Context: an optimization exercise on an open-source flow, tuned for small area, a short achievable clock period and few clock cycles per item. The choices shown serve that exercise and are no tape-out recipe. At most, simulation tests tie the RTL to the original design; equivalence was not proved.

## integer_square_root_with_fraction
module integer_square_root_with_fraction #(
  parameter int unsigned FRAC_DIGITS = 5
) (
  input  logic                              clk_i,
  input  logic                              rst_ni,
  input  logic                              in_valid_i,
  output logic                              in_ready_o,
  input  logic [isqf_pkg::RADICAND_W-1:0]   in_radicand_i,
  output logic                              out_valid_o,
  input  logic                              out_ready_i,
  output logic [isqf_pkg::INT_ROOT_W-1:0]   out_int_root_o,
  output logic [isqf_pkg::SCALED_W-1:0]     out_scaled_root_o
);
export LEC_CHECK = 0
export ABC_AREA = 1
export CAP_MARGIN = 20
export CORE_MARGIN = 2
export CORE_UTILIZATION = 40
export SETUP_SLACK_MARGIN = 4.8
export SLEW_MARGIN = 20
create_clock -name core_clock -period 8.0 [get_ports {clk_i}]
run.sh (not shown) runs the stock make flow with config.mk's settings and CLKGATE_MAP_FILE= SYNTH_SCRIPT=/design/flow/synth_recipe.tcl, a recipe that flattens the netlist after the stock synthesis.
The baseline passed the timing, DRC and antenna checks.
Testbench counts at the start, summed over its fixed seeds: cycles 8,264, items 8,000.
Next try:
--- a/flow/design.v
+++ b/flow/design.v
@@ -27,42 +27,38 @@
   input  logic                              in_valid_i,
   output logic                              in_ready_o,
   input  logic [isqf_pkg::RADICAND_W-1:0]   in_radicand_i,
   output logic                              out_valid_o,
   input  logic                              out_ready_i,
   output logic [isqf_pkg::INT_ROOT_W-1:0]   out_int_root_o,
   output logic [isqf_pkg::SCALED_W-1:0]     out_scaled_root_o
 );
   logic sk_v, va, vm;
-  logic rdy_q;   
   logic [30:0] vs;
   logic adv;
   logic [30:0] sk_d, n_a, n_in;
   logic in_fire;
   assign adv        = ~vs[30] | out_ready_i;
-  assign in_ready_o = rdy_q;
+  assign in_ready_o = ~sk_v;
   assign in_fire    = in_valid_i & ~sk_v;
   always_ff @(posedge clk_i or negedge rst_ni) begin
     if (!rst_ni) begin
       sk_v <= 1'b0;
-      rdy_q <= 1'b1;
       va   <= 1'b0;
       vm   <= 1'b0;
       vs   <= '0;
     end else if (adv) begin
       sk_v <= 1'b0;
-      rdy_q <= 1'b1;
       va   <= sk_v | in_fire;
       vm   <= va;
       vs   <= {vs[29:0], vm};
     end else begin
       sk_v <= sk_v | in_fire;
-      rdy_q <= ~(sk_v | in_fire);
     end
   end
   logic [55:0] m_t [8];
   logic [55:0] m_s [6];
   logic [55:0] m_c [6];
   logic [55:0] ms_q, mc_q, m_d;
   logic [54:0] m_q;
   assign m_t[0] = (56'(n_a) << 23) | 56'd264;
   assign m_t[1] = 56'(n_a) << 20;
The new run went through all stages and came out clean.
Cell area hardly moves.
First-iteration DRC count is about the same.
Area after synthesis climbs slightly.
Via count stays flat.
Critical path depth drops by 1.
Worst hold slack gets worse by 0.025 ns.
Global-route usage climbs by 0.41 points.
Maximum frequency drops slightly.
Wire length climbs by a few percent.
Worst setup slack gets worse by 0.022 ns.
Cell count stays flat.
Die area climbs slightly.
Synthesized cell count climbs slightly.
No functional check of the RTL was part of the second run of this note.

--- another note on this design; it stands on its own ---

== the baseline ==
==> flow/design.v (excerpt) <==
module integer_square_root_with_fraction #(
  parameter int unsigned FRAC_DIGITS = 5
) (
  input  logic                              clk_i,
  input  logic                              rst_ni,
  input  logic                              in_valid_i,
  output logic                              in_ready_o,
  input  logic [isqf_pkg::RADICAND_W-1:0]   in_radicand_i,
  output logic                              out_valid_o,
  input  logic                              out_ready_i,
  output logic [isqf_pkg::INT_ROOT_W-1:0]   out_int_root_o,
  output logic [isqf_pkg::SCALED_W-1:0]     out_scaled_root_o
);
  logic va, vm;
  logic [29:0] vs;
  logic o_v, k_v, o_load, inc;
  logic adv;
  logic rdy_q;   
  logic [30:0] n_a;
  assign adv        = ~k_v;
  assign o_load     = ~o_v | out_ready_i;
  assign inc        = ~k_v & vs[29];
  assign in_ready_o = rdy_q;
  always_ff @(posedge clk_i or negedge rst_ni) begin
    if (!rst_ni) begin
      rdy_q <= 1'b1;
    end else begin
      rdy_q <= o_load | ~(k_v | inc);
    end
  end
  always_ff @(posedge clk_i or negedge rst_ni) begin
    if (!rst_ni) begin
      va   <= 1'b0;
      vm   <= 1'b0;
      vs   <= '0;
    end else if (adv) begin
      va   <= in_valid_i & rdy_q;
      vm   <= va;
      vs   <= {vs[28:0], vm};
    end
  end
  logic [55:0] m_t [8];
  logic [55:0] m_s [6];
  logic [55:0] m_c [6];
  logic [55:0] ms_q, mc_q, m_d;
  logic [54:0] m_q;
  assign m_t[0] = (56'(n_a) << 23) | 56'd264;
  assign m_t[1] = 56'(n_a) << 20;
  assign m_t[2] = 56'(n_a) << 18;
  assign m_t[3] = 56'(n_a) << 16;
  assign m_t[4] = 56'(n_a) << 10;
  assign m_t[5] = (~(56'(n_a))) << 8;
  assign m_t[6] = (~(56'(n_a))) << 3;
  assign m_t[7] = 56'(n_a);
  assign m_s[0] = m_t[0] ^ m_t[1] ^ m_t[2];
  assign m_c[0] = ((m_t[0] & m_t[1]) | (m_t[0] & m_t[2]) | (m_t[1] & m_t[2])) << 1;
  assign m_s[1] = m_t[3] ^ m_t[4] ^ m_t[5];
  assign m_c[1] = ((m_t[3] & m_t[4]) | (m_t[3] & m_t[5]) | (m_t[4] & m_t[5])) << 1;
  ...
Size in the first run: roughly 11000 cells after synthesis, about 2100 flip-flops, ~86 I/O pins, roughly 110000 µm² of cells after synthesis.
Settings: LEC_CHECK=0, ABC_AREA=1, CAP_MARGIN=20, CORE_MARGIN=2, CORE_UTILIZATION=55, PLACE_DENSITY=0.68, SETUP_SLACK_MARGIN=4.9, SLEW_MARGIN=20; clock period 8.0 ns.
run.sh (not shown) runs the stock make flow with config.mk's settings and CLKGATE_MAP_FILE= SYNTH_SCRIPT=/design/flow/synth_recipe.tcl, a recipe that flattens the netlist after the stock synthesis.
The baseline: no failed stages, no open violations at the end
Testbench counts of the baseline, summed over its fixed seeds: cycles 8,264, items 8,000.
Inputs modified between the baseline and the candidate:
Settings: setting CTS_CLUSTER_SIZE to 30 for the first time; setting CTS_CLUSTER_DIAMETER to 60 for the first time.
Findings:
Diff the baseline..the candidate | combined area of all synthesized cells | negligible. Looking at critical path launch point, the rdy_q result is from the baseline; the n_a[6] one comes from the candidate.

integer_square_root_with_fraction again, from the RTL that the note above started with.
Settings: LEC_CHECK=0, ABC_AREA=1, CAP_MARGIN=20, CORE_MARGIN=2, CORE_UTILIZATION=55, PLACE_DENSITY=0.68, SETUP_SLACK_MARGIN=4.75, SLEW_MARGIN=20; clock period 8.0 ns.
Testbench counts at the start, summed over its fixed seeds: cycles 8,264, items 8,000.
Then changed:
--- a/flow/config.mk
+++ b/flow/config.mk
@@ -12,3 +12,3 @@
 export PLACE_DENSITY = 0.68
-export SETUP_SLACK_MARGIN = 4.75
+export SETUP_SLACK_MARGIN = 5.0
 export SLEW_MARGIN = 20
=> Wire length rises by a few percent.

--- another note on this design; it stands on its own ---

==> umber: inputs <==
// integer_square_root_with_fraction
module integer_square_root_with_fraction #(
  parameter int unsigned FRAC_DIGITS = 5
) (
  input  logic                              clk_i,
  input  logic                              rst_ni,
  input  logic                              in_valid_i,
  output logic                              in_ready_o,
  input  logic [isqf_pkg::RADICAND_W-1:0]   in_radicand_i,
  output logic                              out_valid_o,
  input  logic                              out_ready_i,
  output logic [isqf_pkg::INT_ROOT_W-1:0]   out_int_root_o,
  output logic [isqf_pkg::SCALED_W-1:0]     out_scaled_root_o
);
clock: 8.0 ns
lec_check: 0
abc_area: 1
cap_margin: 20
core_margin: 2
core_utilization: 55
place_density: 0.68
setup_slack_margin: 4.8
slew_margin: 20
run.sh (not shown) runs the stock make flow with config.mk's settings and CLKGATE_MAP_FILE= SYNTH_SCRIPT=/design/flow/synth_recipe.tcl, a recipe that flattens the netlist after the stock synthesis.
==> xenon: changes against umber <==
--- a/flow/design.v
+++ b/flow/design.v
@@ -28,40 +28,36 @@
   output logic                              in_ready_o,
   input  logic [isqf_pkg::RADICAND_W-1:0]   in_radicand_i,
   output logic                              out_valid_o,
   input  logic                              out_ready_i,
   output logic [isqf_pkg::INT_ROOT_W-1:0]   out_int_root_o,
   output logic [isqf_pkg::SCALED_W-1:0]     out_scaled_root_o
 );
   logic sk_v, va, vm;
-  logic rdy_q;   
   logic [30:0] vs;
   logic adv;
   logic [30:0] sk_d, n_a, n_in;
   logic in_fire;
   assign adv        = ~vs[30] | out_ready_i;
-  assign in_ready_o = rdy_q;
+  assign in_ready_o = ~sk_v;
   assign in_fire    = in_valid_i & ~sk_v;
   always_ff @(posedge clk_i or negedge rst_ni) begin
     if (!rst_ni) begin
       sk_v <= 1'b0;
-      rdy_q <= 1'b1;
       va   <= 1'b0;
       vm   <= 1'b0;
       vs   <= '0;
     end else if (adv) begin
       sk_v <= 1'b0;
-      rdy_q <= 1'b1;
       va   <= sk_v | in_fire;
       vm   <= va;
       vs   <= {vs[29:0], vm};
     end else begin
       sk_v <= sk_v | in_fire;
-      rdy_q <= ~(sk_v | in_fire);
     end
   end
   logic [55:0] m_t [8];
   logic [55:0] m_s [6];
   logic [55:0] m_c [6];
   logic [55:0] ms_q, mc_q, m_d;
   logic [54:0] m_q;
   assign m_t[0] = (56'(n_a) << 23) | 56'd264;
CORE_UTILIZATION = 40   (was 55)
PLACE_DENSITY = unset   (was 0.68)
SETUP_SLACK_MARGIN = unset   (was 4.8)
==> results.json <==
{
  "syn-num-nets": 11700,
  "synthDistinctLibCells": 60,
  "fin_hold_ws_ns": 0.378,
  "yosysSeqAreaShare": 0.561,
  "status": "no timing/DRC/antenna violations"
}
That was umber.
==> results.json <==
{
  "status": "no timing/DRC/antenna violations",
  "yosysSeqAreaShare": 0.558,
  "fin_hold_ws_ns": 0.331,
  "syn-num-nets": 11800,
  "synthDistinctLibCells": 66
}
That was xenon.
Testbench counts of umber, summed over its fixed seeds: cycles 8,264, items 8,000.
For xenon, only the layout was checked, not whether the RTL still works.

========
==> build 76 <==
integer_square_root_with_fraction, a different RTL version from the one above (not shown whole).
clock: 8.0 ns
lec_check: 0
abc_area: 1
cap_margin: 20
core_margin: 2
core_utilization: 40
setup_slack_margin: 5
slew_margin: 20
==> build 22: changes against build 76 <==
- CTS_CLUSTER_DIAMETER: default -> 60
- CTS_CLUSTER_SIZE: default -> 30
==> comparison <==
Sequential share of layout area: build 22 is higher than build 76 (0.54 points). In area after synthesis, build 76 and build 22 do not differ. Against build 76, the global-route usage of build 22 is lower by 0.17 points. In flip-flop and latch count, build 22 and build 76 do not differ. Between build 22 and build 76, the lower clock skew is in build 22 (gap 18 ps). In routed wire length, build 76 and build 22 hardly differ. Via count: build 76 is larger than build 22 (about 0.44%). Between build 76 and build 22, the lower first-iteration DRC count is in build 76 (gap 1.6%, measured against build 22). Between build 22 and build 76, the lower worst setup slack is in build 22 (gap 55 ps). Of build 22 and build 76, build 22 has the higher hold slack (gap 8.7 ps). Design area: build 22 is smaller than build 76 (about 1.2%).
No functional check of the RTL was part of any run of this note.

## separate check: timing with driven ports
Ports are ideal in the flow. The routed layouts listed here were re-timed in OpenROAD. Step 1 (the two cells are an assumption about what drives the block):
set clk [get_ports {clk_i}]
set_driving_cell -lib_cell sky130_fd_sc_hd__clkbuf_16 $clk
set_driving_cell -lib_cell sky130_fd_sc_hd__buf_2 [delete_from_list [all_inputs] $clk]
Step 2 times the ports against the registers' clock, not the clock port: input delays grow and output delays shrink by t, the midpoint of the rising clock arrivals with the driver on. a / b / c = ideal / step 1 / step 2; a / b = the first two.
| run | t, ns | slack for setup (ns) | worst setup path after step 2 | latest minus earliest clock arrival (ns) |
|---|---|---|---|---|
| the first run of note 1 | 0.966 | 4.715 / 4.772 / 3.814 | input to register | 0.129 / 0.129 |
| the second run of note 1 | 0.970 | 4.694 / 4.596 / 3.923 | input to register | 0.133 / 0.133 |
| the baseline | 0.929 | 4.938 / 4.850 / 4.784 | input to register | 0.089 / 0.088 |
| the candidate | 0.903 | 4.890 / 4.859 / 4.790 | input to register | 0.065 / 0.065 |
| the first run of note 3 | 0.925 | 4.807 / 4.770 / 4.788 | input to register | 0.086 / 0.086 |
| the second run of note 3 | 0.930 | 4.899 / 4.850 / 4.778 | input to register | 0.088 / 0.089 |
| umber | 0.957 | 4.760 / 4.784 / 3.869 | input to register | 0.069 / 0.070 |
| xenon | 0.977 | 4.118 / 4.107 / 3.204 | input to register | 0.104 / 0.104 |
| build 76 | 0.950 | 4.381 / 4.381 / 4.045 | input to register | 0.121 / 0.121 |
| build 22 | 0.950 | 4.326 / 4.326 / 4.098 | input to register | 0.090 / 0.091 |
After both steps every run listed still meets setup and hold. For xenon, which loses most, drivers alone change the setup slack by -0.011 ns; drivers and shift together by -0.914 ns.
